This design comes from an exercise in tuning for small area on the open sky130 flow, not from production work. In this exercise RTL edits were held to simulation tests only and were not proved equivalent to the original. Power is estimated from default activity; no workload was simulated.

==> flow/design.v <==
module isp_tile_packer #(
  parameter int IMGW_WIDTH     = 11,
  parameter int IMGH_WIDTH     = 11,
  parameter int PIX_WIDTH      = 24,
  parameter int LANES          = 32,
  parameter int ISP_DATA_WIDTH = 768,
  parameter int ISP_ADDR_WIDTH = 10
) (
  input  logic                      clk,
  input  logic                      rst_n,
  input  logic [IMGW_WIDTH-1:0]     img_width_i,
  input  logic [IMGH_WIDTH-1:0]     img_height_i,
  input  logic                      top_start_i,
  input  logic                      pix_vld_i,
  output logic                      pix_rdy_o,
  input  logic [PIX_WIDTH-1:0]      pix_dat_i,
  input  logic                      pix_sof_i,
  input  logic                      pix_eol_i,
  input  logic                      isp_rdy_i,
  output logic                      isp_resp_o,
  output logic                      isp_wen_o,
  output logic [ISP_ADDR_WIDTH-1:0] isp_waddr_o,
  output logic [ISP_DATA_WIDTH-1:0] isp_wdata_o,
  output logic                      isp_done_o,
  output logic                      busy_o,
  output logic                      frame_done_o,
  output logic                      err_o
);
  localparam int BUF_W = (LANES - 1) * PIX_WIDTH;
  typedef enum logic [1:0] {IDLE, WAIT_RDY, FILL, DONE} state_e;
  state_e                    state_q, state_d;
  logic [4:0]                tm1_q;         
  logic [IMGH_WIDTH-1:0]     lines_left_q;
  logic [4:0]                lane_q;        
  logic [4:0]                tile_q;        
  logic [4:0]                row_q;         
  logic [BUF_W-1:0]          lane_buf_q;
  logic [PIX_WIDTH-1:0]      lane31_q;
  logic                      wen_q;
  logic                      done_q;
  logic [5:0] tiles_in;
  logic [4:0] tm1_in;
  logic       start_ok;
  logic       xfer;
  logic       last_lane;
  logic       last_tile;
  logic       last_col;
  logic       band_end;
  logic       lines_zero;
  assign tiles_in   = img_width_i[10:5];
  assign tm1_in     = 5'(tiles_in - 6'd1);
  assign start_ok   = top_start_i && (state_q == IDLE) &&
                      (tiles_in != 6'd0) && (img_height_i != '0);
  assign pix_rdy_o  = (state_q == FILL);
  assign xfer       = pix_vld_i && pix_rdy_o;
  assign last_lane  = &lane_q;
  assign last_tile  = (tile_q == tm1_q);
  assign last_col   = last_lane && last_tile;
  assign lines_zero = (lines_left_q == '0);
  assign band_end   = xfer && last_col &&
                      ((&row_q) || (lines_left_q == IMGH_WIDTH'(1)));
  always_ff @(posedge clk or negedge rst_n) begin
    if (!rst_n) state_q <= IDLE;
    else        state_q <= state_d;
  end
  always_comb begin
    state_d = state_q;
    unique case (state_q)
      IDLE:     if (start_ok) state_d = WAIT_RDY;
      WAIT_RDY: if (isp_rdy_i) state_d = FILL;
      FILL:     if (band_end) state_d = DONE;
      DONE:     state_d = lines_zero ? IDLE : WAIT_RDY;
      default:  state_d = IDLE;
    endcase
  end
  assign isp_resp_o = (state_q == WAIT_RDY) && isp_rdy_i;
  assign busy_o     = (state_q != IDLE);
  always_ff @(posedge clk or negedge rst_n) begin
    if (!rst_n) begin
      wen_q  <= 1'b0;
      done_q <= 1'b0;
    end else begin
      wen_q  <= xfer && last_lane;
      done_q <= (state_q == DONE);
    end
  end
  always_ff @(posedge clk) begin
    if (start_ok) begin
      tm1_q        <= tm1_in;
      lines_left_q <= img_height_i;
      lane_q       <= '0;
      tile_q       <= tm1_in;
      row_q        <= 5'd31;
    end else if (xfer) begin
      lane_q <= lane_q + 5'd1;
      if (last_col) lines_left_q <= lines_left_q - IMGH_WIDTH'(1);
      if (lane_q == 5'd0) begin
        if (last_tile) begin
          tile_q <= '0;
          row_q  <= row_q + 5'd1;
        end else begin
          tile_q <= tile_q + 5'd1;
        end
      end
    end
  end
  for (genvar l = 0; l < LANES - 1; l++) begin : g_lane
    always_ff @(posedge clk) begin
      if (xfer && (lane_q == 5'(l))) begin
        lane_buf_q[l*PIX_WIDTH +: PIX_WIDTH] <= pix_dat_i;
      end
    end
  end
  always_ff @(posedge clk) begin
    lane31_q <= pix_dat_i;
  end
  assign isp_wen_o    = wen_q;
  assign isp_waddr_o  = {row_q, tile_q};
  assign isp_wdata_o  = {lane31_q, lane_buf_q};
  assign isp_done_o   = done_q;
  assign frame_done_o = done_q && lines_zero;
  logic err_q;
  logic first_q;
  always_ff @(posedge clk or negedge rst_n) begin
    if (!rst_n) begin
      err_q <= 1'b0;
    end else if (start_ok) begin
      err_q <= 1'b0;
    end else if (xfer) begin
      if ((pix_sof_i != first_q) || (pix_eol_i != last_col)) begin
        err_q <= 1'b1;
      end
    end
  end
  always_ff @(posedge clk) begin
    if (start_ok)  first_q <= 1'b1;
    else if (xfer) first_q <= 1'b0;
  end
  assign err_o = err_q;
  logic unused_inputs;
  assign unused_inputs = ^{img_width_i[4:0], pix_sof_i, pix_eol_i};
endmodule
==> flow/flow/run.sh <==
#!/bin/bash
set -euo pipefail
cd "$(dirname "$0")/.."
bash standard.sh \
  "BUFFER_PORTS_ARGS=-buffer_cell sky130_fd_sc_hd__buf_1" \
  "CTS_ARGS=-sink_clustering_enable -repair_clock_nets -dont_use_dummy_load" \
  finish > flow_standard.log 2>&1
==> flow/standard.sh <==
#!/bin/bash
# synth_recipe.tcl (not shown) runs the flow's synth.tcl, then flattens the netlist and writes it again
# the make line also repeats each setting of config.mk as NAME=value (left out here)
make -C /OpenROAD-flow-scripts/flow DESIGN_CONFIG=/design/flow/config.mk WORK_HOME=/design/flow/orfs CLKGATE_MAP_FILE= SYNTH_SCRIPT=/design/flow/synth_recipe.tcl "${@:-finish}"
==> flow/config.mk <==
export PLATFORM = sky130hd
export DESIGN_NAME = isp_tile_packer
export DESIGN_NICKNAME = isp_tile_packer
export VERILOG_FILES = /design/flow/design.v
export SDC_FILE = /design/flow/constraint.sdc
export NUM_CORES = 4
export LEC_CHECK = 0
export CAP_MARGIN = 20
export CORE_MARGIN = 2
export CORE_UTILIZATION = 40
export SLEW_MARGIN = 20
==> flow/constraint.sdc <==
create_clock -name core_clock -period 6.0 [get_ports {clk}]
set_input_delay 1.2000 -clock core_clock [delete_from_list [all_inputs] [get_ports {clk}]]
set_output_delay 1.2000 -clock core_clock [all_outputs]
set_load 0.01 [all_outputs]
==> out/summary.md, run 1 <==
The flow ran to the end and the layout has no timing, DRC or antenna violations. The overall die height was 255 microns; the number of hold buffers added after cts was 0. The logs give 2,805 for the final cell count without fillers and 106,000 microns for the first-pass GRT wire length. Maximum fanout count along the critical path: 5. For this run, the slowest stage of the critical path takes 0.49 ns. The logs give 42 for the number of distinct standard cells referenced by the synthesized netlist and 2,723 for the placed instance count. The most used routing layer in global routing is met2. The tools report the row count as 91. The tools report the clock root buffer as sky130_fd_sc_hd__clkbuf_16. The peak supply drop was 0.260 mV.

The area overhead of the layout relative to synthesis is 26.5%. The register bit count reported by yosys was 805; the data arrival at the endpoint of the critical path was 2.57 ns. Counting instances in the post-synthesis netlist gives the leading cell types as 765 x sky130_fd_sc_hd__edfxtp_1, 54 x sky130_fd_sc_hd__nor2_1, 35 x sky130_fd_sc_hd__dfxtp_1. The run gives 0.423 as the global-route met2 utilization. The fraction of post-synthesis cell area in the top cell type by area is 0.914, and the routed wire length is 81,600 microns.

The post-layout minimum cycle time was 3.77 ns. Once routing completed, OpenROAD measured the worst setup slack at 2.23 ns. The number of search-and-repair iterations in the first detailed-routing pass came out at 5. For the worst setup path, the data required time is 4.80 ns. After synthesis, the cell types taking the most area are sky130_fd_sc_hd__edfxtp_1 91%, sky130_fd_sc_hd__dfxtp_1 2.8%, sky130_fd_sc_hd__ha_1 0.90%.

In this run the standard cell core region covers 61,900 sq um. The synthesized netlist cell count was 1,019. The number of synthesized flops with an enable pin was 765; the clock latency on the worst-skew pair was 0.63 ns. Among all stages on the critical path, the largest delay is contributed by sky130_fd_sc_hd__nor3b_1. The category of the worst setup path capture point was an output port.

Grouping stages by cell kind, the critical path spends the most delay in simple AND/OR/NAND/NOR gates. The run gives 0.241 as the overall global routing resource usage. The power density over the cells is 358 nW/um^2, and the share of layout cells above drive strength 1 is 0.0950. The number of instances on the worst hold path came out at 2. The worst-case hold path end point was first_q. For the via count of the first global-routing pass, the log shows 13,600.

The tools report the portion of the post-synthesis area used by sequential elements as 0.947. The startpoint identified for the worst hold timing path is first_q. The clock input transition at the sequential cells of the worst setup and hold paths came out at 0.06 ns. Setup violations remaining at the end of the flow were counted as 0. The maximum number of pins on one net before global-route repair came out at 33. The worst setup path is launched from a flop. After detailed routing, the average wire length per cell comes to 29.1 microns. The completed layout was analyzed and its total power is 11.4 mW.

The global placement routability congestion is 0.839, and the worst setup slack after placement is 2.36 ns. Together, buffers and inverters on the worst path number 2. Number of cell instances on the worst register-to-register path: 6. For the total inserted antenna cells, the log shows 0. The detailed router placed 14,100 vias in this run. The starting density of the core was 0.406; the total CTS buffers was 82. Static timing analysis puts the maximum clock frequency at 0.265 GHz.

Summed over all instances, the cell type with the most area after synthesis is sky130_fd_sc_hd__edfxtp_1. Synthesis produced a netlist with a net count of 1,090. Counting every sink on the clock net gives 805. Most numerous cell on the critical path: sky130_fd_sc_hd__nor3b_1.

The number of ports placed on the die boundary is 838, and the accumulated negative setup slack is 0 ns. The tools report the number of max-slew violations in the final report as 0. The tools report the post-layout utilization of the core as 0.513. Once the clock tree was built, the resizer swapped 0 gates to a different size. The standby leakage power is 10.1 nW, and the DRC violation count after routing is 0. The critical path is of the reg -> out type.

Number of warnings reported in the yosys synthesis log: 1. The worst relative slew slack is 0.239. The logs give 0.0625 for the met3 usage in global routing and 25,100 sq um for the area of the mapped netlist.

The wire-length estimate of the detail-placed layout is 53,000 microns. Final clock period utilization by the worst path: 0.628. The tools report the met1 track demand over resource as 0.285. The count of endpoints failing hold in the final timing report is 0. The actual transition at the worst max-transition pin is 1.14 ns. Number of levels in the clock H-tree: 3.

TritonCTS built the clock tree. The post-synthesis average cell area was 24.7 sq um. The die covers 64,800 sq um. The tool flagged a number of max-cap violations equal to 0.

Traced cell by cell, the critical path runs through inv_1 -> ha_1 -> nor3b_1 -> nand3_1 -> nor3b_1 -> buf_1. The clock skew was 0.0586 ns; the number of buffers inserted by port buffering was 832. The logs give 0 for the number of nets with antenna violations after routing and 2,041 for the total number of nets in the final design. For the remaining global-route overflow, the log shows 0. In this run the critical register-to-register path is captured at lane_buf_q[636].

The count of buffers added by post-CTS timing repair for setup was 0. The async set or reset register ratio after synthesis came out at 0.00621. The type of the tightest min-delay check was reg -> reg.

Post-detailed-route via-to-cell ratio: 5.04. For this run, the leading register cell type out of synthesis is sky130_fd_sc_hd__edfxtp_1. Setup repair after global routing left no endpoint under its margin. sky130_fd_sc_hd__edfxtp_1 is the most common cell in the netlist. The die is 255 microns wide. The run gives 3 as the initial antenna violation count.

The detailed router finished its first iteration with 1,163 violations. The run gives 3 as the buffer depth of the longest clock path. The setup check on the worst reg-to-reg path leaves a slack of 3.13 ns. In this run the critical register-to-register path is launched from state_q[0].
[layer usage]
metal	wire length (microns)	up-vias
met5	0	-
met4	2780	0
met3	7590	161
met2	42500	891
met1	28700	7234
li1	-	5840
[stage by stage]
stage / hold slack [ns] / instance area [sq um]
after floorplan: 0.434 / 25100
after global routing: 0.475 / 31800
after detailed placement: 0.454 / 29700
after CTS: 0.449 / 31800
after global placement: 0.460 / 29700
final: 0.467 / 31800
[area by class of cell]
type                            instances  area, sq um
Clock buffer                           82         2050
Inverter                               12         45.0
Multi-Input combinational cell        195         1370
Fill cell                            5068        30200
Sequential cell                       805        23800
Timing Repair Buffer                  874         3470
Tap cell                              837         1050
[flip-flops by register name (all words and copies together) (netlist names)]
register / count
lane_buf_q: 744
state_q: 2
lines_left_q: 11
row_q: 5
tm1_q: 5
tile_q: 5
lane31_q: 24
lane_q: 5
done_q: 1
wen_q: 1
first_q: 1
err_q: 1
[report_power, final]
group / total [mW] / internal, mW / switching, mW
Sequential: 6.41 / 6.32 / 0.0902
Clock: 4.25 / 2.39 / 1.86
Combinational: 0.726 / 0.199 / 0.527
[cells in the final DEF (no fill, tap or decap), types with 3 or more instances in the layout]
master                      synthesis  routed
sky130_fd_sc_hd__edfxtp_1         765     765
sky130_fd_sc_hd__xnor2_1            8       8
sky130_fd_sc_hd__clkbuf_16          0      82
sky130_fd_sc_hd__nor2_2             1      23
sky130_fd_sc_hd__buf_1              0     808
sky130_fd_sc_hd__nand3_1            9       9
sky130_fd_sc_hd__ha_1              18      18
sky130_fd_sc_hd__buf_4              0      42
sky130_fd_sc_hd__inv_1             11      11
sky130_fd_sc_hd__nor2_4             0       8
sky130_fd_sc_hd__nand2_1           25      25
sky130_fd_sc_hd__o2bb2ai_1          3       3
sky130_fd_sc_hd__and3_1             5       4
sky130_fd_sc_hd__nand4_1            5       5
sky130_fd_sc_hd__nor4_1             3       3
sky130_fd_sc_hd__o21ai_0            4       4
sky130_fd_sc_hd__xor2_1            19      19
sky130_fd_sc_hd__dfrtp_1            5       5
sky130_fd_sc_hd__a21oi_1           12      12
sky130_fd_sc_hd__nor2_1            54      24
sky130_fd_sc_hd__clkbuf_2           0      20
sky130_fd_sc_hd__dfxtp_1           35      35
[cells by family after synthesis]
logic type                 synth area share
xor gates and xnor gates            0.00941
and+or+nand+nor                      0.0233
AOI/OAI and AO/OA                   0.00697
DFF                                   0.947
muxes                               0.00139
buffers and inverters               0.00284
adders and majority gates           0.00896
[worst min-delay path: stages, from the launching register on]
cell and delay, ns:
sky130_fd_sc_hd__dfxtp_1 0.32, sky130_fd_sc_hd__nand2_1 0.06, sky130_fd_sc_hd__nand2_1 0.05
[how the worst max path moves through the flow]
stage / to / slack (ns) / cells past startpoint / startpoint
after floorplan: row_q[1] / 2.72 / 5 / pix_vld_i
after global placement: lane_buf_q[27] / 2.44 / 5 / pix_vld_i
after detailed placement: lane_buf_q[246] / 2.36 / 5 / pix_vld_i
after CTS: frame_done_o / 2.16 / 6 / lines_left_q[0]
after global routing: frame_done_o / 2.03 / 6 / lines_left_q[0]
final: frame_done_o / 2.23 / 6 / lines_left_q[0]
==> run 2: changes to the inputs <==
==> flow/run.sh (new file) <==
#!/bin/bash
# synth_recipe.tcl (not shown) runs the flow's synth.tcl, then flattens the netlist and writes it again
# the make line also repeats each setting of config.mk as NAME=value (left out here)
make -C /OpenROAD-flow-scripts/flow DESIGN_CONFIG=/design/flow/config.mk WORK_HOME=/design/flow/orfs CLKGATE_MAP_FILE= SYNTH_SCRIPT=/design/flow/synth_recipe.tcl finish
removed: flow/flow/run.sh
removed: flow/standard.sh
==> run 2 against run 1 <==
  * Highest routed layer is now met5
  * Synthesized area unchanged
  * Cell count increased by 2.2%
  * Via count decreased by 0.26%
  * Sequential power about the same
  * Non-clock buffer count decreased by 3
  * Clock-buffer cell count increased by 23
  * Routed wire length increased by 10%
  * Critical endpoint unchanged
  * Largest power group unchanged
==> out/summary.md, run 2 <==
The post-synthesis average cell area is 24.7 sq um (unchanged), and the post-detailed-route wirelength per cell is 31.3 microns (+7.6%). The peak supply drop is 0.293 mV (+13%), and the met1 routed wirelength after detailed routing is 31,400 microns (+9.5%). The clock latency on the worst-skew pair is 0.63 ns (about the same).

TritonCTS built the clock tree. Remaining global-route overflow: 0 (unchanged). The routed wire length came out at 89,800 microns (+10%).

For the power consumption, the log shows 12.3 mW (+8.5%). The number of synthesized flops with an enable pin is 765 (unchanged), and the number of DRC markers in iteration 0 is 1,398 (+20%). The number of distinct standard cells referenced by the synthesized netlist was 42 (unchanged); the count of buffers added by post-CTS timing repair for setup was 0 (unchanged). The run gives 116,000 microns (+8.8%) as the first-pass GRT wire length.

The worst setup path is captured at an output port. Via count of the first global-routing pass: 13,600 (+0.18%). Overall global routing resource usage: 0.267 (+0.0255). The clock input transition at the sequential cells of the worst setup and hold paths is 0.06 ns (about the same), and the minimum setup slack among reg-to-reg paths is 2.91 ns (-0.22 ns). The overall die height was 255 microns (unchanged).

The critical path class is reg -> out. The number of ports placed on the die boundary was 838 (unchanged). Setup repair after global routing left no endpoint under its margin. The worst setup path is launched from a flop.

The area of the core is 61,900 sq um (unchanged). For the DRC violation count after routing, the log shows 0 (unchanged). The share of layout cells above drive strength 1 works out to 0.108 (+0.0129). The register bit count reported by yosys is 805 (unchanged), and the flip-flop count of the largest register after layout is 744 (unchanged). The most numerous cell in the Yosys netlist is sky130_fd_sc_hd__edfxtp_1. Final cell area excluding filler cells: 37,500 sq um (+18%). The final cell count without fillers is 2,868 (+2.2%), and the worst relative slew slack is 0.230 (-0.00928). The tools report the portion of the post-synthesis area used by sequential elements as 0.947 (unchanged). The total number of clock tree sinks came out at 805 (unchanged). The tools report the total placed instance area as 34,800 sq um (+17%). The run gives 58,600 microns (+11%) as the final HPWL from detailed placement. In the final layout, the registers with the most flip-flops are lane_buf_q x744, lane31_q x24, lines_left_q x11. The maximum clock frequency is 0.234 GHz (-12%). The data arrival at the endpoint of the critical path is 3.08 ns (+0.51 ns), and the die extent in x is 255 microns (unchanged). The run gives 64,800 sq um (unchanged) as the die outline area. The run gives 33 (unchanged) as the maximum number of pins on one net before global-route repair. The run gives 2,719 (-0.15%) as the placed instance count.

The number of buffers inserted by port buffering works out to 832 (unchanged). The logs give 1.95 ns (-0.402 ns) for the worst setup slack after placement and 7950 microns (+4.6%) for the total met3 wirelength after detailed routing. The total CTS buffers is 81 (-1.2%). The tools report the multi-input gate area in the final layout as 1360 sq um (-1.1%).

The global placement routability congestion was 0.823 (-1.8%). The maximum fanout count along the critical path works out to 5 (unchanged). The maximum cell stage delay along the critical path came out at 0.63 ns (+0.14 ns). The run finished with no timing, DRC or antenna violations. The top metal layer carrying routed signals is met5.

The clock skew came out at 0.0249 ns (-0.0337 ns). The number of hold buffers added after cts came out at 0 (unchanged). The post-detailed-route via-to-cell ratio works out to 4.91 (-2.5%).

The standby leakage power is 12.6 nW (+25%), and the async set or reset register ratio after synthesis is 0.00621 (unchanged). The accumulated negative setup slack is 0 ns (unchanged), and the starting density of the core is 0.406 (unchanged). The commonest cells after synthesis are 765 x sky130_fd_sc_hd__edfxtp_1, 54 x sky130_fd_sc_hd__nor2_1, 35 x sky130_fd_sc_hd__dfxtp_1.

The run gives 1 (unchanged) as the number of warnings reported in the yosys synthesis log. The number of max-slew violations in the final report was 0 (unchanged). Post-cts sizing count: 0 (unchanged). The power density over the cells works out to 330 nW/um^2 (-8.0%). Yosys attributes the largest share of cell area to sky130_fd_sc_hd__edfxtp_1 91%, sky130_fd_sc_hd__dfxtp_1 2.8%, sky130_fd_sc_hd__ha_1 0.90%. The number of levels in the clock H-tree was 3 (unchanged).

Post-layout minimum cycle time: 4.28 ns (+0.514 ns). The total number of nets in the final design was 2,037 (-0.20%); the worst path buffer plus inverter count was 2 (unchanged). The critical path's top delay family was simple AND/OR/NAND/NOR gates.

The logs give 14,100 (-0.26%) for the total number of vias and 6 (+1) for the number of search-and-repair iterations in the first detailed-routing pass. The run gives 1,090 (unchanged) as the number of nets produced by synthesis. The master of the slowest instance on the critical path is sky130_fd_sc_hd__clkdlybuf4s50_1. Setup violation total in the final timing report: 0 (unchanged).

The run gives 1.72 ns (-0.514 ns) as the worst setup margin. The total of max-cap violations is 0 (unchanged), and the final clock period utilization by the worst path is 0.714 (+0.0857). In this run the worst hold path is classified as reg -> reg.

The area of the mapped netlist was 25,100 sq um (unchanged); the synthesized netlist cell count was 1,019 (unchanged). The total of fill cells in the finished design is 4,527 (-11%), and the total met2 wirelength after detailed routing is 47,300 microns (+11%). The actual transition at the worst max-transition pin is 1.16 ns (+0.0139 ns).

Among the stages of the critical path, the cell type that occurs most often is sky130_fd_sc_hd__nor3b_1. The logs give 3 (unchanged) for the buffer depth of the longest clock path and 4.80 ns (about the same) for the required time at the worst-slack endpoint. The library cell used most frequently in the layout, excluding fill and tap cells, is sky130_fd_sc_hd__clkdlybuf4s50_1. The area overhead of the layout relative to synthesis is 49.1%.

For this run, the leading register cell type out of synthesis is sky130_fd_sc_hd__edfxtp_1. Summed over all instances, the cell type with the most area after synthesis is sky130_fd_sc_hd__edfxtp_1. Walking the worst path, the cells encountered are inv_1 -> ha_1 -> nor3b_1 -> nand3_1 -> nor3b_1 -> clkdlybuf4s50_1. The top cell types in the final layout, fill and taps aside, are 808 x sky130_fd_sc_hd__clkdlybuf4s50_1, 765 x sky130_fd_sc_hd__edfxtp_1, 83 x sky130_fd_sc_hd__clkbuf_16, 36 x sky130_fd_sc_hd__buf_4, 35 x sky130_fd_sc_hd__dfxtp_1.

The run gives 23,800 sq um (unchanged) as the area used by sequential logic in the layout. The fraction of post-synthesis cell area in the top cell type by area was 0.914 (unchanged). Counting flops per register, the top entry is lane_buf_q.

The tools report the number of nets with antenna violations after routing as 0 (unchanged). The count of endpoints failing hold in the final timing report was 0 (unchanged). The clock root buffer is sky130_fd_sc_hd__clkbuf_16.

The tools report the initial antenna violation count as 8 (+5). For the row count, the log shows 91 (unchanged).
-- run 2: cell counts after synthesis --
No cell type changed its count.
-- run 2: stage by stage --
step                hold slack [ns]   util
floorplan                     0.434      -
global placement              0.457  0.560
detailed placement            0.464  0.561
CTS                           0.473  0.604
global route                  0.498  0.605
finish                        0.475  0.605
-- run 2: final cells by class --
cell class,count,area share
clock buffers,105,0.0584
flip-flops and latches,805,0.635
well taps,837,0.0280
repair buffers,871,0.228
multi-input cells,195,0.0362
diodes,1,0.0000668
inverters,12,0.00120
clock inverters,42,0.0130
-- run 2: logic make-up after synthesis --
kind of cell / count (synthesis) / synth area share
DFF: 805 / 0.947
AOI/OAI and AO/OA: 28 / 0.00697
buffers and inverters: 19 / 0.00284
adders and majority gates: 18 / 0.00896
muxes: 3 / 0.00139
xor gates and xnor gates: 27 / 0.00941
and+or+nand+nor: 119 / 0.0233
-- run 2: final timing paths --
check	cells past startpoint	endpoint	from
max in group asynchronous	1	wen_q	rst_n
min in group asynchronous	1	err_q	rst_n
worst min register to register	2	first_q	first_q
worst max-delay path	6	frame_done_o	lines_left_q[0]
worst max register to register	7	lane_buf_q[486]	state_q[0]
worst min-delay path	2	first_q	first_q
-- run 2: per-layer routing --
layer,GRT usage,vias to the layer above
li1,-,5900
met1,0.305,7252
met2,0.476,790
met3,0.0798,143
met4,0.0919,4
met5,0,-
-- run 2: where the power goes --
part	switching, mW	internal [mW]	total [mW]
registers	0.0888	6.32	6.41
clock network	2.12	2.98	5.10
logic	0.531	0.310	0.840
total	2.74	9.61	12.3
-- run 2: tightest hold or removal path, cell delays in order (launching register included) --
cell and delay (ns):
sky130_fd_sc_hd__dfxtp_1 0.33, sky130_fd_sc_hd__nand2_1 0.06, sky130_fd_sc_hd__nand2_1 0.05
==> run 3: changes to the inputs <==
--- a/flow/design.v
+++ b/flow/design.v
@@ -105,10 +105,13 @@
     end
   end
   for (genvar l = 0; l < LANES - 1; l++) begin : g_lane
+    logic ld, hold;
+    assign ld   = xfer && (lane_q == 5'(l));
+    assign hold = (lane_q != 5'(l));
     always_ff @(posedge clk) begin
-      if (xfer && (lane_q == 5'(l))) begin
-        lane_buf_q[l*PIX_WIDTH +: PIX_WIDTH] <= pix_dat_i;
-      end
+      lane_buf_q[l*PIX_WIDTH +: PIX_WIDTH] <=
+          (lane_buf_q[l*PIX_WIDTH +: PIX_WIDTH] & {PIX_WIDTH{hold}}) |
+          (pix_dat_i & {PIX_WIDTH{ld}});
     end
   end
   always_ff @(posedge clk) begin
==> run 3 against run 2 <==
  * Still clean on timing, DRC and antenna
  * Global-route usage increased by 4.3 points
  * Clock power increased by 4.5%
  * Routed wire length increased by 17%
  * Register-to-register slack about the same
  * Worst setup slack improved by 0.57 ns
  * Die area increased by 1.3%
  * Clock skew increased by 0.0020 ns
  * Sequential share of layout area decreased by 19 points
  * Synthesized cell count increased to 2.7 times the previous value
  * Maximum frequency increased by 15%
  * First-iteration DRC count increased by 8.9%
==> out/summary.md, run 3 <==
The run finished with no timing, DRC or antenna violations. Peak supply drop: 0.334 mV (+14%). For the clock latency on the worst-skew pair, the log shows 0.63 ns (about the same). Number of levels in the clock H-tree: 3 (unchanged). The overall die height was 256 microns (+0.64%); the maximum cell stage delay along the critical path was 0.57 ns (-0.06 ns).

In this design, the largest share of critical-path delay is due to simple AND/OR/NAND/NOR gates. The tools report the number of warnings reported in the yosys synthesis log as 1 (unchanged). The logs give 149,000 microns (+29%) for the first-pass GRT wire length and 0.404 (-0.00140) for the starting density of the core.

In the final layout, the registers with the most flip-flops are lane_buf_q x744, lane31_q x24, lines_left_q x11. The maximum fanout count along the critical path came out at 4 (-1). The power density over the cells works out to 495 nW/um^2 (+50%). Setup repair after global routing left no endpoint under its margin. The final clock period utilization by the worst path works out to 0.618 (-0.0954). The post-detailed-route via-to-cell ratio is 4.91 (about the same), and the initial antenna violation count is 9 (+1). The worst setup slack after placement came out at 1.98 ns (+0.0222 ns).

For the placed instance count, the log shows 4,257 (+57%). The tools report the clock share of power as 0.291 (-0.122). The number of buffers inserted by port buffering is 832 (unchanged). The power share of the sequential group came out at 0.406 (-0.113). The category of the worst setup path capture point was an output port. The number of search-and-repair iterations in the first detailed-routing pass came out at 5 (-1). The via count of the first global-routing pass is 20,200 (+48%). The actual transition at the worst max-transition pin is 1.11 ns (-0.0469 ns).

The run gives 0.450 ns (-0.0257 ns) as the worst hold slack across all endpoints. The share of layout cells above drive strength 1 came out at 0.0573 (-0.0506). The run gives 0 (unchanged) as the total of max-cap violations. The commonest non-fill, non-tap cell in the layout is sky130_fd_sc_hd__clkdlybuf4s50_1. The total CTS buffers was 82 (+1.2%); the accumulated negative setup slack was 0 ns (unchanged).

Number of DRC markers in iteration 0: 1,522 (+8.9%). The cell sitting at the root of the clock tree is a sky130_fd_sc_hd__clkbuf_16. From synthesis to final layout, the design area changed by 45.4%. The global placement routability congestion is 0.867 (+5.3%). The maximum clock frequency came out at 0.270 GHz (+15%). The number of synthesized flops with an enable pin was 21 (-97%).

TritonCTS built the clock tree. Among all cell types in the netlist, the one instantiated most often is sky130_fd_sc_hd__nand2_1. The library cells used most frequently in the layout, excluding fill and tap cells, are 832 x sky130_fd_sc_hd__clkdlybuf4s50_1, 779 x sky130_fd_sc_hd__dfxtp_1, 771 x sky130_fd_sc_hd__nand2_1, 753 x sky130_fd_sc_hd__o21ai_0, 88 x sky130_fd_sc_hd__clkbuf_16.

For the count of buffers added by post-CTS timing repair for setup, the log shows 0 (unchanged). For the area of the mapped netlist, the log shows 25,500 sq um (+1.3%). The total placed instance area was 34,200 sq um (-1.7%); the overall global routing resource usage was 0.310 (+0.0429).

The run gives 65,700 sq um (+1.3%) as the die outline area. For the total number of clock tree sinks, the log shows 805 (unchanged). For the cell-internal power, the log shows 12.5 mW (+30%). The slowest stage of the critical path is the sky130_fd_sc_hd__clkdlybuf4s50_1 cell.

The final cell count without fillers is 4,414 (+54%), and the post-detailed-route wirelength per cell is 23.7 microns (-24%). Post-layout minimum cycle time: 3.71 ns (-0.572 ns). Synthesized netlist cell count: 2,788 (+170%). The type of the tightest min-delay check is reg -> reg. The tools report the sort of element at the start of the critical path as a flop. The required time at the worst-slack endpoint was 4.80 ns (about the same). Walking the worst path, the cells encountered are nor4_2 -> and2_1 -> nand4b_1 -> nor2_1 -> clkdlybuf4s50_1.

Sorting the synthesized cells by area gives the leading types as sky130_fd_sc_hd__dfxtp_1 61%, sky130_fd_sc_hd__o21ai_0 15%, sky130_fd_sc_hd__nand2_1 12%. The number of distinct standard cells referenced by the synthesized netlist was 46 (+9.5%). The clock input transition at the sequential cells of the worst setup and hold paths came out at 0.06 ns (about the same). The clock skew was 0.0269 ns (+0.00200 ns); the worst path buffer plus inverter count was 1 (-1). The total number of nets in the final design was 3,567 (+75%). The final cell area excluding filler cells came out at 37,000 sq um (-1.2%). Async set or reset register ratio after synthesis: 0.00621 (unchanged). The number of hold buffers added after cts is 0 (unchanged). The buffer depth of the longest clock path is 3 (unchanged), and the setup violation total in the final timing report is 0 (unchanged).

By count the netlist is led by 784 x sky130_fd_sc_hd__nand2_1, 779 x sky130_fd_sc_hd__dfxtp_1, 753 x sky130_fd_sc_hd__o21ai_0. The run gives 0 (unchanged) as the count of endpoints failing hold in the final timing report. The tools report the row count as 92 (+1.1%).

The register ranked first by flip-flop count is lane_buf_q. Cell type with the largest total area after synthesis: sky130_fd_sc_hd__dfxtp_1. The run gives 75,700 microns (+29%) as the final HPWL from detailed placement. The routed wire length is 105,000 microns (+17%), and the combinational power share is 0.303 (+0.235). The number of nets produced by synthesis was 2,860 (+160%); the remaining global-route overflow was 0 (unchanged).

The worst setup margin came out at 2.29 ns (+0.572 ns). Most used flip-flop cell after synthesis: sky130_fd_sc_hd__dfxtp_1. The number of ports placed on the die boundary is 838 (unchanged), and the worst relative slew slack is 0.260 (+0.0304). The fraction of power spent switching nets is 0.318 (+0.0961), and the flip-flop count of the largest register after layout is 744 (unchanged). Maximum number of pins on one net before global-route repair: 51 (+55%). For the DRC violation count after routing, the log shows 0 (unchanged). The die extent in x is 256 microns (+0.64%), and the fraction of post-synthesis cell area in the top cell type by area is 0.613 (-0.302).

For the number of nets with antenna violations after routing, the log shows 0 (unchanged). Register bit count reported by yosys: 805 (unchanged). For the standby leakage power, the log shows 17.3 nW (+38%).

The tools report the total number of vias as 21,700 (+54%). Critical path class: reg -> out. The post-synthesis average cell area is 9.13 sq um (-63%). Portion of the post-synthesis area used by sequential elements: 0.642 (-0.305).

The data arrival at the endpoint of the critical path is 2.51 ns (-0.57 ns). The run gives 5.82 mW (+110%) as the switching power summed over all nets. The number of max-slew violations in the final report was 0 (unchanged); the area of the core was 63,000 sq um (+1.7%). The post-cts sizing count is 0 (unchanged).
run 3: worst register-to-register path, cell delays in order (launching register included):
cell,delay [ns]
sky130_fd_sc_hd__dfrtp_1,0.41
sky130_fd_sc_hd__inv_1,0.16
sky130_fd_sc_hd__ha_1,0.25
sky130_fd_sc_hd__and2_2,0.63
sky130_fd_sc_hd__buf_4,0.45
sky130_fd_sc_hd__nand2_2,0.69
sky130_fd_sc_hd__o21ai_0,0.40
run 3: stage by stage:
step           total power [mW]  utilization
6_report                   18.3        0.588
5_1_grt                    19.1        0.588
4_1_cts                    18.4        0.587
3_5_place_dp               13.1        0.542
3_3_place_gp               13.0        0.542
2_1_floorplan              9.48            -
run 3: cell type report:
cell class,instances,area (sq um)
timing repair buffer,865,8600
antenna,9,22.5
inverter,38,143
clock buffer,113,2430
tap,846,1060
multi-input combinational,1703,8020
fill,5476,26000
sequential,805,16400
clock inverter,35,395
run 3: path summary, 6_finish.rpt:
| check | from | endpoint | slack (ns) | depth (start not counted) |
|---|---|---|---|---|
| hold / removal | lane_buf_q[253] | lane_buf_q[253] | 0.45 | 2 |
| setup / recovery | lines_left_q[5] | frame_done_o | 2.29 | 5 |
| hold reg to reg | lane_buf_q[253] | lane_buf_q[253] | 0.45 | 2 |
| min in group asynchronous | rst_n | err_q | 0.83 | 1 |
| max in group asynchronous | rst_n | wen_q | 4.94 | 1 |
| setup reg to reg | state_q[0] | lane_buf_q[687] | 2.90 | 6 |
run 3: cell families (layout without fill, tap and decap cells):
| family | count (synthesis) | after routing | synth area share |
|---|---|---|---|
| compound gates | 772 | 772 | 0.153 |
| xor+xnor | 27 | 27 | 0.00929 |
| fa+ha+maj | 19 | 19 | 0.00934 |
| buf+inv | 280 | 1051 | 0.0469 |
| flops | 805 | 805 | 0.642 |
| mux | 3 | 3 | 0.00138 |
| other cells | 0 | 9 | 0 |
| simple gates | 882 | 882 | 0.137 |
run 3: metal layers:
metal  GRT usage  share of wire  up-vias
met5           0              0        -
met4       0.124          0.038        0
met3       0.109          0.097      149
met2       0.526           0.48      795
met1       0.356           0.38    10200
li1            -              -    10600
run 3: power by group through the flow:
stage | Sequential, mW | Combinational [mW] | Clock (mW)
after floorplan | 8.04 | 1.43 | 0
after global placement | 7.45 | 5.50 | 0
after detailed placement | 7.51 | 5.56 | 0
after CTS | 7.42 | 5.58 | 5.40
after global routing | 7.58 | 5.93 | 5.63
final | 7.43 | 5.55 | 5.33
==> run 4: changes to the inputs <==
==> flow/flow/run.sh (new file) <==
#!/bin/bash
set -euo pipefail
cd "$(dirname "$0")/.."
bash standard.sh \
  "BUFFER_PORTS_ARGS=-buffer_cell sky130_fd_sc_hd__buf_1" \
  "CTS_ARGS=-sink_clustering_enable -repair_clock_nets -dont_use_dummy_load" \
  finish > flow_standard.log 2>&1
==> flow/standard.sh (new file) <==
#!/bin/bash
# synth_recipe.tcl (not shown) runs the flow's synth.tcl, then flattens the netlist and writes it again
# the make line also repeats each setting of config.mk as NAME=value (left out here)
make -C /OpenROAD-flow-scripts/flow DESIGN_CONFIG=/design/flow/config.mk WORK_HOME=/design/flow/orfs CLKGATE_MAP_FILE= SYNTH_SCRIPT=/design/flow/synth_recipe.tcl "${@:-finish}"
--- a/flow/config.mk
+++ b/flow/config.mk
@@ -8,4 +8,7 @@
 export CAP_MARGIN = 20
 export CORE_MARGIN = 2
 export CORE_UTILIZATION = 40
+export CTS_BUF_LIST = sky130_fd_sc_hd__clkbuf_4
+export CTS_CLUSTER_DIAMETER = 80
+export CTS_CLUSTER_SIZE = 20
 export SLEW_MARGIN = 20
removed: flow/run.sh
==> run 4 against run 3 <==
  * Maximum frequency is 14% higher
  * Core utilization is 9.4 points lower
  * Cell count is 1.5% lower
  * Hold slack worse by 0.018 ns
  * Flip-flop and latch count stayed put
  * First-iteration DRC count is 8.7% lower
==> out/summary.md, run 4 <==
The run finished with no timing, DRC or antenna violations. The share of layout cells above drive strength 1 is 0.0432 (-0.0141). The number of levels in the clock H-tree is 3 (unchanged). The tools report the number of warnings reported in the yosys synthesis log as 1 (unchanged). The DRC violation count after routing was 0 (unchanged); the final clock period utilization by the worst path was 0.543 (-0.0750). The register ranked first by flip-flop count is lane_buf_q.

The power density over the cells came out at 501 nW/um^2 (+1.3%). The total of max-cap violations is 0 (unchanged), and the number of synthesized flops with an enable pin is 21 (unchanged). The tree is rooted in a sky130_fd_sc_hd__clkbuf_16.

The most numerous cell in the Yosys netlist was sky130_fd_sc_hd__nand2_1. The count of buffers added by post-CTS timing repair for setup came out at 0 (unchanged). Actual transition at the worst max-transition pin: 1.08 ns (-0.0286 ns).

The maximum fanout count along the critical path came out at 4 (unchanged). The buffer depth of the longest clock path was 3 (unchanged); the area of the core was 63,000 sq um (unchanged). The number of distinct standard cells referenced by the synthesized netlist came out at 46 (unchanged). The post-detailed-route via-to-cell ratio was 4.80 (-2.1%). The clock input transition at the sequential cells of the worst setup and hold paths is 0.06 ns (about the same). For the setup violation total in the final timing report, the log shows 0 (unchanged). The flip-flop count of the largest register after layout came out at 744 (unchanged). The area overhead of the layout relative to synthesis is 22.2%. The critical path is of the reg -> out type.

The worst register-to-register path ends at lane_buf_q[637]. The number of cell instances on the worst register-to-register path was 5 (-1). The final cell area excluding filler cells was 31,100 sq um (-16%); the post-detailed-route wirelength per cell was 21.7 microns (-8.5%). The fraction of post-synthesis cell area in the top cell type by area is 0.613 (unchanged), and the async set or reset register ratio after synthesis is 0.00621 (unchanged). In the post-synthesis netlist, the biggest area contributors are sky130_fd_sc_hd__dfxtp_1 61%, sky130_fd_sc_hd__o21ai_0 15%, sky130_fd_sc_hd__nand2_1 12%. The run gives 0 (unchanged) as the count of endpoints failing hold in the final timing report.

The number of search-and-repair iterations in the first detailed-routing pass is 5 (unchanged). The global placement routability congestion was 0.868 (+0.10%); the die outline area was 65,700 sq um (unchanged). The post-cts sizing count came out at 0 (unchanged). The total placed instance area came out at 28,900 sq um (-15%). The required time at the worst-slack endpoint is 4.80 ns (about the same). The accumulated negative setup slack was 0 ns (unchanged). For the row count, the log shows 92 (unchanged). The worst setup slack after placement came out at 2.54 ns (+0.563 ns). The sort of element at the start of the critical path is a flop. The remaining global-route overflow came out at 0 (unchanged). The worst setup margin is 2.74 ns (+0.450 ns). The routed wire length is 94,300 microns (-9.9%). The overall global routing resource usage came out at 0.280 (-0.0299). The tools report the number of hold buffers added after cts as 0 (unchanged). TritonCTS built the clock tree. The commonest cells after synthesis are 784 x sky130_fd_sc_hd__nand2_1, 779 x sky130_fd_sc_hd__dfxtp_1, 753 x sky130_fd_sc_hd__o21ai_0.

The post-synthesis average cell area works out to 9.13 sq um (unchanged). The logs give 67,400 microns (-11%) for the final HPWL from detailed placement and 0.246 (-0.057) for the combinational power share. Type of the tightest min-delay check: in -> async.

The tools report the cell-internal power as 10.2 mW (-18%). The logs give 5.35 mW (-8.1%) for the switching power summed over all nets and 0 (unchanged) for the number of max-slew violations in the final report. The largest registers in the layout are lane_buf_q x744, lane31_q x24, lines_left_q x11. The die extent in x came out at 256 microns (unchanged).

The logs give 805 (unchanged) for the total number of clock tree sinks and 0.285 mV (-15%) for the peak supply drop. For the placed instance count, the log shows 4,256 (-0.023%). The via count of the first global-routing pass is 19,300 (-4.4%). For the starting density of the core, the log shows 0.404 (unchanged). The logs give 25,500 sq um (unchanged) for the area of the mapped netlist and 3.04 ns (+0.14 ns) for the minimum setup slack among reg-to-reg paths. The worst relative slew slack was 0.277 (+0.0174). The overall die height was 256 microns (unchanged); the number of nets produced by synthesis was 2,860 (unchanged). The run gives 0 (unchanged) as the number of nets with antenna violations after routing.

Setup repair after global routing left no endpoint under its margin. The synthesized netlist cell count was 2,788 (unchanged); the number of buffers inserted by port buffering was 832 (unchanged). The clock share of power was 0.279 (-0.012); the post-layout minimum cycle time was 3.26 ns (-0.450 ns). For the number of DRC markers in iteration 0, the log shows 1,390 (-8.7%). The total number of vias is 20,900 (-3.6%), and the total of fill cells in the finished design is 6,246 (+14%).

The tools report the clock skew as 0.0803 ns (+0.0534 ns). Register bit count reported by yosys: 805 (unchanged). The run gives 56 (+9.8%) as the maximum number of pins on one net before global-route repair. For the power share of the sequential group, the log shows 0.475 (+0.069). The tools report the first-pass GRT wire length as 136,000 microns (-8.5%).

For the total CTS buffers, the log shows 83 (+1.2%). The most used flip-flop cell after synthesis is sky130_fd_sc_hd__dfxtp_1. The clock latency on the worst-skew pair was 0.62 ns (about the same). In the layout the commonest cells are 832 x sky130_fd_sc_hd__buf_1, 779 x sky130_fd_sc_hd__dfxtp_1, 772 x sky130_fd_sc_hd__nand2_1, 753 x sky130_fd_sc_hd__o21ai_0, 83 x sky130_fd_sc_hd__clkbuf_16. The fraction of power spent switching nets was 0.343 (+0.0256). The category of the worst setup path capture point is an output port. For the standby leakage power, the log shows 14.5 nW (-16%).

The total number of nets in the final design is 3,569 (+0.056%). Data arrival at the endpoint of the critical path: 2.06 ns (-0.45 ns). The largest total area in the synthesized netlist belongs to sky130_fd_sc_hd__dfxtp_1. The number of ports placed on the die boundary was 838 (unchanged); the maximum clock frequency was 0.307 GHz (+14%). Startpoint of the worst register-to-register path: state_q[0]. The initial antenna violation count is 8 (-1), and the portion of the post-synthesis area used by sequential elements is 0.642 (unchanged). The final cell count without fillers was 4,349 (-1.5%). The library cell used most frequently in the layout, excluding fill and tap cells, is sky130_fd_sc_hd__buf_1.

The run gives 0.494 (-0.0940) as the post-layout utilization of the core.
run 4: cell count changes in the layout (fill, tap and decap cells not counted), sizes merged:
cell           before  now
buf                33  866
bufinv              7    0
clkbuf            113   83
clkdlybuf4s50     832    0
clkinv             22    0
clkinvlp            1    0
diode               9    8
inv                43   38
run 4: power groups by stage:
stage	clock, mW	combinational (mW)	sequential (mW)
final	4.35	3.83	7.40
after global routing	4.62	4.24	7.55
after CTS	4.42	3.88	7.39
after detailed placement	0	3.88	7.47
after global placement	0	3.83	7.43
after floorplan	0	1.43	8.04
run 4: worst max-delay path by stage:
stage / from / endpoint / slack, ns / depth (start not counted)
6_report: lines_left_q[7] / frame_done_o / 2.74 / 5
5_1_grt: lines_left_q[6] / frame_done_o / 2.55 / 5
4_1_cts: lines_left_q[6] / frame_done_o / 2.69 / 5
3_5_place_dp: pix_vld_i / lane_buf_q[711] / 2.54 / 4
3_3_place_gp: pix_vld_i / lane_buf_q[735] / 2.63 / 4
2_1_floorplan: img_height_i[3] / lines_left_q[0] / 3.41 / 6
run 4: logic make-up after synthesis:
group | count (synthesis) | synth area share
adder cells (fa/ha/maj) | 19 | 0.00934
buffers and inverters | 280 | 0.0469
AND/OR/NAND/NOR | 882 | 0.137
XOR/XNOR | 27 | 0.00929
multiplexers | 3 | 0.00138
flip-flops | 805 | 0.642
AO/OA/AOI/OAI | 772 | 0.153
run 4: metal layers:
metal / wire (microns) / part of all wire / GRT usage
met1: 38000 / 0.40 / 0.334
met2: 44200 / 0.47 / 0.471
met3: 8400 / 0.089 / 0.0876
met4: 3770 / 0.040 / 0.106
met5: 0 / 0 / 0
run 4: layout make-up:
type | count | area, sq um | share of cell area
Antenna cell | 8 | 20.0 | 0.000644
Clock buffer | 83 | 2080 | 0.0668
Inverter | 38 | 143 | 0.00459
Multi-Input combinational cell | 1703 | 8010 | 0.258
Sequential cell | 805 | 16400 | 0.526
Tap cell | 846 | 1060 | 0.0340
Timing Repair Buffer | 866 | 3430 | 0.110
run 4: metrics by stage:
stage / hold slack, ns / power (mW)
floorplan: 0.434 / 9.48
global placement: 0.432 / 11.3
detailed placement: 0.440 / 11.4
CTS: 0.390 / 15.7
global route: 0.436 / 16.4
finish: 0.432 / 15.6
run 4: worst max-delay path: stages (launching register included):
cell and delay [ns]:
sky130_fd_sc_hd__edfxtp_1 0.41, sky130_fd_sc_hd__nor4_2 0.40, sky130_fd_sc_hd__and2_1 0.20, sky130_fd_sc_hd__nand4b_1 0.17, sky130_fd_sc_hd__nor2_1 0.13, sky130_fd_sc_hd__buf_1 0.18
==> run 5: changes to the inputs <==
--- a/flow/config.mk
+++ b/flow/config.mk
@@ -8,7 +8,7 @@
 export CAP_MARGIN = 20
 export CORE_MARGIN = 2
 export CORE_UTILIZATION = 40
-export CTS_BUF_LIST = sky130_fd_sc_hd__clkbuf_4
-export CTS_CLUSTER_DIAMETER = 80
-export CTS_CLUSTER_SIZE = 20
+export CTS_BUF_LIST = sky130_fd_sc_hd__clkbuf_8
+export CTS_CLUSTER_DIAMETER = 100
+export CTS_CLUSTER_SIZE = 30
 export SLEW_MARGIN = 20
==> run 5 against run 4 <==
  * Still clean on timing, DRC and antenna
  * Sequential share of layout area is the same
  * Synthesized area unchanged
  * Sequential power hardly changed
  * Die area did not move
  * Core utilization unchanged
  * Global-route usage stayed put
  * Worst setup slack unchanged
  * Clock power barely moved
  * Routed wire length unchanged
  * Synthesized cell count unchanged
  * Combinational power hardly changed
  * Critical path type unchanged
  * Largest cell class unchanged
  * Largest power group unchanged
==> out/summary.md, run 5 <==
The number of max-slew violations in the final report was 0 (unchanged). The tools report the maximum number of pins on one net before global-route repair as 56 (unchanged). The initial antenna violation count came out at 8 (unchanged).

The tools report the count of buffers added by post-CTS timing repair for setup as 0 (unchanged). The logs give 0.494 (unchanged) for the post-layout utilization of the core and 0.277 (unchanged) for the worst relative slew slack. For the count of endpoints failing hold in the final timing report, the log shows 0 (unchanged). The tools report the routed wire length as 94,300 microns (unchanged).

The maximum fanout count along the critical path came out at 4 (unchanged). The run finished with no timing, DRC or antenna violations. The via count of the first global-routing pass is 19,300 (unchanged).

The clock input transition at the sequential cells of the worst setup and hold paths is 0.06 ns (about the same). The final clock period utilization by the worst path was 0.543 (unchanged); the register bit count reported by yosys was 805 (unchanged). The die outline area was 65,700 sq um (unchanged).

The total number of vias is 20,900 (unchanged). Number of distinct standard cells referenced by the synthesized netlist: 46 (unchanged). The die extent in x was 256 microns (unchanged). The number of buffers inserted by port buffering works out to 832 (unchanged). The starting density of the core is 0.404 (unchanged).

The standby leakage power is 14.5 nW (unchanged). The accumulated negative setup slack was 0 ns (unchanged); the post-detailed-route wirelength per cell was 21.7 microns (unchanged). The total CTS buffers was 83 (unchanged). The global placement routability congestion came out at 0.868 (unchanged). The number of synthesized flops with an enable pin is 21 (unchanged). The worst setup path is launched from a flop. The tools report the number of ports placed on the die boundary as 838 (unchanged).

The run gives 1,390 (unchanged) as the number of DRC markers in iteration 0. Synthesized netlist cell count: 2,788 (unchanged). For the number of nets with antenna violations after routing, the log shows 0 (unchanged). Ranked by total cell area, the synthesized netlist is headed by sky130_fd_sc_hd__dfxtp_1 61%, sky130_fd_sc_hd__o21ai_0 15%, sky130_fd_sc_hd__nand2_1 12%.

The run gives 0 (unchanged) as the post-cts sizing count. The total of max-cap violations came out at 0 (unchanged). The area overhead of the layout relative to synthesis came out at 22.2% (unchanged). TritonCTS built the clock tree. The number of warnings reported in the yosys synthesis log was 1 (unchanged); the total number of clock tree sinks was 805 (unchanged). The library cell used most frequently in the layout, excluding fill and tap cells, is sky130_fd_sc_hd__buf_1.

The number of hold buffers added after cts is 0 (unchanged). Among all cell types in the netlist, the one instantiated most often is sky130_fd_sc_hd__nand2_1. The portion of the post-synthesis area used by sequential elements is 0.642 (unchanged), and the post-detailed-route via-to-cell ratio is 4.80 (unchanged). The share of layout cells above drive strength 1 came out at 0.0432 (unchanged).

The most used flip-flop cell after synthesis was sky130_fd_sc_hd__dfxtp_1. The DRC violation count after routing is 0 (unchanged), and the first-pass GRT wire length is 136,000 microns (unchanged). The actual transition at the worst max-transition pin came out at 1.08 ns (unchanged). Setup repair after global routing left no endpoint under its margin. The run gives 25,500 sq um (unchanged) as the area of the mapped netlist.

The row count was 92 (unchanged); the overall die height was 256 microns (unchanged). The number of search-and-repair iterations in the first detailed-routing pass was 5 (unchanged); the overall global routing resource usage was 0.280 (unchanged). The run gives 16,400 sq um (unchanged) as the area used by sequential logic in the layout. The clock skew was 0.0803 ns (unchanged); the clock latency on the worst-skew pair was 0.62 ns (about the same). The required time at the worst-slack endpoint was 4.80 ns (about the same).

The logs give 63,000 sq um (unchanged) for the area of the core and 3 (unchanged) for the buffer depth of the longest clock path. Cell type with the largest total area after synthesis: sky130_fd_sc_hd__dfxtp_1. Ranked by flip-flop count, first place goes to lane_buf_q. The worst setup path is captured at an output port. In this run the worst hold path is classified as in -> async. The tools report the total of fill cells in the finished design as 6,246 (unchanged). The post-synthesis average cell area was 9.13 sq um (unchanged); the number of nets produced by synthesis was 2,860 (unchanged). The total number of nets in the final design was 3,569 (unchanged). The critical path is of the reg -> out type.

For the data arrival at the endpoint of the critical path, the log shows 2.06 ns (about the same). In the layout the commonest cells are 832 x sky130_fd_sc_hd__buf_1, 779 x sky130_fd_sc_hd__dfxtp_1, 772 x sky130_fd_sc_hd__nand2_1, 753 x sky130_fd_sc_hd__o21ai_0, 83 x sky130_fd_sc_hd__clkbuf_16. The largest registers in the layout are lane_buf_q x744, lane31_q x24, lines_left_q x11.

The peak supply drop came out at 0.285 mV (unchanged). The fraction of post-synthesis cell area in the top cell type by area works out to 0.613 (unchanged). By count the netlist is led by 784 x sky130_fd_sc_hd__nand2_1, 779 x sky130_fd_sc_hd__dfxtp_1, 753 x sky130_fd_sc_hd__o21ai_0.

Setup violation total in the final timing report: 0 (unchanged). The flip-flop count of the largest register after layout works out to 744 (unchanged). The tree is rooted in a sky130_fd_sc_hd__clkbuf_16. The multi-input gate area in the final layout came out at 8010 sq um (unchanged). The run gives 0.307 GHz (unchanged) as the maximum clock frequency. The final HPWL from detailed placement is 67,400 microns (unchanged). The power density over the cells works out to 501 nW/um^2 (unchanged).

Async set or reset register ratio after synthesis: 0.00621 (unchanged). The remaining global-route overflow is 0 (unchanged), and the post-layout minimum cycle time is 3.26 ns (unchanged). For the number of levels in the clock H-tree, the log shows 3 (unchanged).
[run 5: cell counts in the layout (fill, tap and decap cells not counted)]
No cell type changed its count.
[run 5: cell type report]
| cell class | count | area share |
|---|---|---|
| repair buffers | 866 | 0.110 |
| clock buffers | 83 | 0.0668 |
| multi-input cells | 1703 | 0.258 |
| flip-flops and latches | 805 | 0.526 |
| well taps | 846 | 0.0340 |
| inverters | 38 | 0.00459 |
| diodes | 8 | 0.000644 |
[run 5: routing by layer]
layer	global-route usage	part of all wire	vias to the layer above
met5	0	0	-
met4	0.106	0.040	0
met3	0.0876	0.089	174
met2	0.471	0.47	745
met1	0.334	0.40	9499
li1	-	-	10500
[run 5: worst max-delay path, cell delays in order, from the launching register on]
cell and delay [ns]:
sky130_fd_sc_hd__edfxtp_1 0.41, sky130_fd_sc_hd__nor4_2 0.40, sky130_fd_sc_hd__and2_1 0.20, sky130_fd_sc_hd__nand4b_1 0.17, sky130_fd_sc_hd__nor2_1 0.13, sky130_fd_sc_hd__buf_1 0.18
[run 5: worst paths after layout]
path                            startpoint         endpoint  slack, ns  cells past startpoint
setup / recovery           lines_left_q[7]     frame_done_o       2.74                      5
min in group core_clock    lane_buf_q[371]  lane_buf_q[371]       0.45                      2
max in group asynchronous            rst_n       state_q[0]       5.31                      1
hold reg to reg            lane_buf_q[371]  lane_buf_q[371]       0.45                      2
hold / removal                       rst_n            err_q       0.43                      1
setup reg to reg                state_q[0]  lane_buf_q[637]       3.04                      5
[run 5: power by group]
group          switching (mW)  internal (mW)
Sequential              0.679           6.72
Clock                    1.93           2.42
Combinational            2.74           1.09
Total                    5.35           10.2
[run 5: per-stage QoR]
step / setup slack, ns / instances / hold slack (ns) / instance area (sq um) / power (mW)
after floorplan: 3.41 / 2788 / 0.434 / 25500 / 9.48
after global placement: 2.63 / 4255 / 0.432 / 28900 / 11.3
after detailed placement: 2.54 / 4256 / 0.440 / 28900 / 11.4
after CTS: 2.69 / 4339 / 0.390 / 31000 / 15.7
after global routing: 2.55 / 4342 / 0.436 / 31100 / 16.4
final: 2.74 / 4349 / 0.432 / 31100 / 15.6
[run 5: logic make-up after synthesis]
kind of cell,count (synthesis),synth area share
buffers and inverters,280,0.0469
DFF,805,0.642
muxes,3,0.00138
and+or+nand+nor,882,0.137
xor gates and xnor gates,27,0.00929
AOI/OAI and AO/OA,772,0.153
adders and majority gates,19,0.00934
==> run 6: changes to the inputs <==
==> flow/flow/run.sh (replaced) <==
#!/bin/bash
set -euo pipefail
cd "$(dirname "$0")/.."
bash standard.sh \
  "BUFFER_PORTS_ARGS=-buffer_cell sky130_fd_sc_hd__buf_1" \
  "CTS_ARGS=-sink_clustering_enable -repair_clock_nets -dont_use_dummy_load -buf_list sky130_fd_sc_hd__clkbuf_8 -sink_clustering_size 16 -sink_clustering_max_diameter 50" \
  finish > flow_standard.log 2>&1
--- a/flow/config.mk
+++ b/flow/config.mk
@@ -8,7 +8,4 @@
 export CAP_MARGIN = 20
 export CORE_MARGIN = 2
 export CORE_UTILIZATION = 40
-export CTS_BUF_LIST = sky130_fd_sc_hd__clkbuf_8
-export CTS_CLUSTER_DIAMETER = 100
-export CTS_CLUSTER_SIZE = 30
 export SLEW_MARGIN = 20
==> run 6 against run 5 <==
  * Still clean on timing, DRC and antenna
  * First-iteration DRC count fell by 2.9%
  * Global-route usage shrank 0.13 points
  * Die area unchanged
  * Clock-buffer cell count down 6
  * Worst setup slack got worse by 0.043 ns
  * Core utilization decreased by 1.7 points
  * Synthesized area unchanged
  * Flip-flop and latch count did not move
  * Largest cell class unchanged
==> out/summary.md, run 6 <==
The run gives 0 (unchanged) as the setup violation total in the final timing report. The cell family contributing the most delay on the critical path is simple AND/OR/NAND/NOR gates. The logs give 0 ns (unchanged) for the accumulated negative setup slack and 19,100 (-1.1%) for the via count of the first global-routing pass. The final clock period utilization by the worst path is 0.551 (+0.00724). Number of DRC markers in iteration 0: 1,349 (-2.9%). The number of ports placed on the die boundary is 838 (unchanged), and the worst path buffer plus inverter count is 1 (unchanged).

The required time at the worst-slack endpoint is 4.80 ns (about the same). The worst setup path is captured at an output port. The number of nets with antenna violations after routing was 0 (unchanged); the overall global routing resource usage was 0.279 (-0.00125). sky130_fd_sc_hd__dfxtp_1 takes more of the synthesized area than any other cell.

The run gives 0.0850 ns (+0.00475 ns) as the clock skew. The first-pass GRT wire length was 136,000 microns (-0.32%). The register ranked first by flip-flop count was lane_buf_q.

For the final cell area excluding filler cells, the log shows 30,000 sq um (-3.4%). The total number of clock tree sinks is 805 (unchanged). The tools report the area of the mapped netlist as 25,500 sq um (unchanged). The number of search-and-repair iterations in the first detailed-routing pass is 5 (unchanged). The clock input transition at the sequential cells of the worst setup and hold paths came out at 0.09 ns (+0.03 ns). The register bit count reported by yosys is 805 (unchanged), and the area of the core is 63,000 sq um (unchanged). The beginning of the critical path is lines_left_q[5].

In the final layout, the registers with the most flip-flops are lane_buf_q x744, lane31_q x24, lines_left_q x11. Flip-flop count of the largest register after layout: 744 (unchanged). Leaving out fill and tap cells, the most frequent cell in the layout is sky130_fd_sc_hd__buf_1. The peak supply drop is 0.290 mV (+1.9%). The logs give 3.07 ns (+0.03 ns) for the minimum setup slack among reg-to-reg paths and 0 (unchanged) for the count of endpoints failing hold in the final timing report.

The number of buffers inserted by port buffering is 832 (unchanged). Total number of vias: 20,800 (-0.50%). The run gives 2,788 (unchanged) as the synthesized netlist cell count. Master of the slowest instance on the critical path: sky130_fd_sc_hd__edfxtp_1. The type of the tightest min-delay check was in -> async.

For the multi-input gate area in the final layout, the log shows 8010 sq um (unchanged). Maximum clock frequency: 0.303 GHz (-1.3%). The share of layout cells above drive strength 1 came out at 0.0413 (-0.00192). TritonCTS built the clock tree. The tools report the capture point of the worst reg-to-reg path as lane_buf_q[711]. In this run the worst setup path terminates at frame_done_o.

The starting density of the core was 0.404 (unchanged). The maximum fanout count along the critical path is 4 (unchanged), and the number of max-slew violations in the final report is 0 (unchanged). The logs give 46 (unchanged) for the number of distinct standard cells referenced by the synthesized netlist and 2,860 (unchanged) for the number of nets produced by synthesis. The run gives 67,400 microns (unchanged) as the final HPWL from detailed placement.

Most used flip-flop cell after synthesis: sky130_fd_sc_hd__dfxtp_1. The power density over the cells came out at 469 nW/um^2 (-6.3%). The startpoint identified for the worst register-to-register timing path is state_q[0]. The total placed instance area was 28,900 sq um (unchanged). For the data arrival at the endpoint of the critical path, the log shows 2.10 ns (+0.04 ns).

The worst relative slew slack is 0.279 (+0.00150). The post-detailed-route wirelength per cell is 21.7 microns (about the same), and the total of max-cap violations is 0 (unchanged). In the layout the commonest cells are 832 x sky130_fd_sc_hd__buf_1, 779 x sky130_fd_sc_hd__dfxtp_1, 772 x sky130_fd_sc_hd__nand2_1, 753 x sky130_fd_sc_hd__o21ai_0, 77 x sky130_fd_sc_hd__clkbuf_8.

In the post-synthesis netlist, the biggest area contributors are sky130_fd_sc_hd__dfxtp_1 61%, sky130_fd_sc_hd__o21ai_0 15%, sky130_fd_sc_hd__nand2_1 12%. The number of synthesized flops with an enable pin was 21 (unchanged). The path length in cells of the critical path works out to 5 (unchanged). The global placement routability congestion is 0.868 (unchanged), and the async set or reset register ratio after synthesis is 0.00621 (unchanged). Number of hold buffers added after cts: 0 (unchanged). Setup repair after global routing left no endpoint under its margin. The area used by sequential logic in the layout is 16,400 sq um (unchanged), and the actual transition at the worst max-transition pin is 1.08 ns (-0.00224 ns). The total CTS buffers was 77 (-7.2%).

The post-synthesis average cell area is 9.13 sq um (unchanged). The root buffer cell chosen for the clock tree is sky130_fd_sc_hd__clkbuf_8. The logs give 0.66 ns (+0.04 ns) for the clock latency on the worst-skew pair and 1 (unchanged) for the number of warnings reported in the yosys synthesis log. The number of cell instances on the worst register-to-register path was 5 (unchanged). The tools report the standby leakage power as 14.0 nW (-3.3%). The post-detailed-route via-to-cell ratio is 4.79 (-0.36%).

The maximum number of pins on one net before global-route repair was 56 (unchanged); the routed wire length was 94,100 microns (-0.22%). The most numerous cell in the Yosys netlist was sky130_fd_sc_hd__nand2_1. The count of buffers added by post-CTS timing repair for setup was 0 (unchanged); the number of levels in the clock H-tree was 3 (unchanged).

Maximum cell stage delay along the critical path: 0.46 ns (+0.05 ns). The critical path goes through nor4_2 -> and2_1 -> nand4b_1 -> nor2_1 -> buf_1. The total of fill cells in the finished design was 6,387 (+2.3%); the DRC violation count after routing was 0 (unchanged). Overall die height: 256 microns (unchanged). The post-cts sizing count is 0 (unchanged). By count the netlist is led by 784 x sky130_fd_sc_hd__nand2_1, 779 x sky130_fd_sc_hd__dfxtp_1, 753 x sky130_fd_sc_hd__o21ai_0. Post-layout minimum cycle time: 3.30 ns (+0.0435 ns).

The fraction of post-synthesis cell area in the top cell type by area is 0.613 (unchanged). The tools report the portion of the post-synthesis area used by sequential elements as 0.642 (unchanged). Die extent in x: 256 microns (unchanged). The worst setup path is of the reg -> out kind. Initial antenna violation count: 9 (+1).

The worst setup path is launched from a flop. The total number of nets in the final design is 3,562 (-0.20%), and the area overhead of the layout relative to synthesis is 18.1%. The row count was 92 (unchanged).

The remaining global-route overflow was 0 (unchanged). The run finished with no timing, DRC or antenna violations. The buffer depth of the longest clock path is 3 (unchanged), and the die outline area is 65,700 sq um (unchanged).
[run 6: cell counts after synthesis]
Identical to the previous run, type by type.
[run 6: worst min path at each step]
stage,to,cells past startpoint
finish,done_q,1
floorplan,first_q,2
global route,state_q[0],1
global placement,lane_buf_q[603],2
detailed placement,lane_buf_q[104],2
CTS,done_q,1
[run 6: through the flow]
stage | worst slack [ns] | util | total power, mW | cells | hold WS (ns)
final | 2.70 | 0.477 | 14.1 | 4343 | 0.385
after global routing | 2.47 | 0.477 | 14.9 | 4339 | 0.358
after CTS | 2.62 | 0.476 | 14.2 | 4333 | 0.323
after detailed placement | 2.54 | 0.459 | 11.4 | 4256 | 0.440
after global placement | 2.63 | 0.459 | 11.3 | 4255 | 0.432
after floorplan | 3.41 | - | 9.48 | 2788 | 0.434
[run 6: kinds of logic (layout without fill, tap and decap cells)]
family	count (synthesis)	after routing	share of synthesized area
other	0	9	0
adders and majority gates	19	19	0.00934
and+or+nand+nor	882	882	0.137
buffers and inverters	280	980	0.0469
muxes	3	3	0.00138
xor gates and xnor gates	27	27	0.00929
DFF	805	805	0.642
AOI/OAI and AO/OA	772	772	0.153
[run 6: metal layers]
metal	share of wire	GRT usage	vias up
li1	-	-	10500
met1	0.41	0.335	9446
met2	0.47	0.470	740
met3	0.089	0.0896	153
met4	0.033	0.0923	0
met5	0	0	-
[run 6: cell type report]
class                   count  share of cell area
well taps                 846              0.0352
diodes                      9            0.000750
clock buffers              77              0.0353
repair buffers            865               0.113
flip-flops and latches    805               0.544
inverters                  38             0.00475
multi-input cells        1703               0.267
[run 6: power breakdown]
group	switching [mW]	total, mW	internal [mW]
combinational	2.75	3.83	1.09
sequential	0.678	7.38	6.71
clock	1.73	2.88	1.15
total	5.16	14.1	8.94

[what the ideal ports hide]
The results above use ideal ports. As a check the final layouts listed here were re-extracted and re-timed, cells and wires unchanged. Step 1 assumes that a clkbuf_16 drives the clock port and a buf_2 every other input. Step 2 adds t to the input delays and takes it off the output delays; t is the mean of the earliest and latest rising clock arrival at the registers after step 1. Input paths then give back, and output paths get back, about the clock's delay inside the block. a / b / c = no drivers / after step 1 / after step 2; a / b = the first two.
run | t (ns) | setup slack, ns | worst setup path after step 2
run 1 | 0.643 | 2.232 / 2.178 / 2.579 | input to register
run 2 | 0.670 | 1.718 / 1.661 / 2.004 | input to register
run 3 | 0.680 | 2.290 / 2.224 / 1.950 | input to register
run 4 | 0.648 | 2.740 / 2.675 / 2.497 | input to register
run 5 | 0.648 | 2.740 / 2.675 / 2.497 | input to register
run 6 | 0.701 | 2.696 / 2.632 / 2.555 | input to register
After both steps every run listed still meets setup and hold. The setup slack of run 3, which loses most, moves by -0.066 ns with the drivers and by -0.340 ns with both steps.
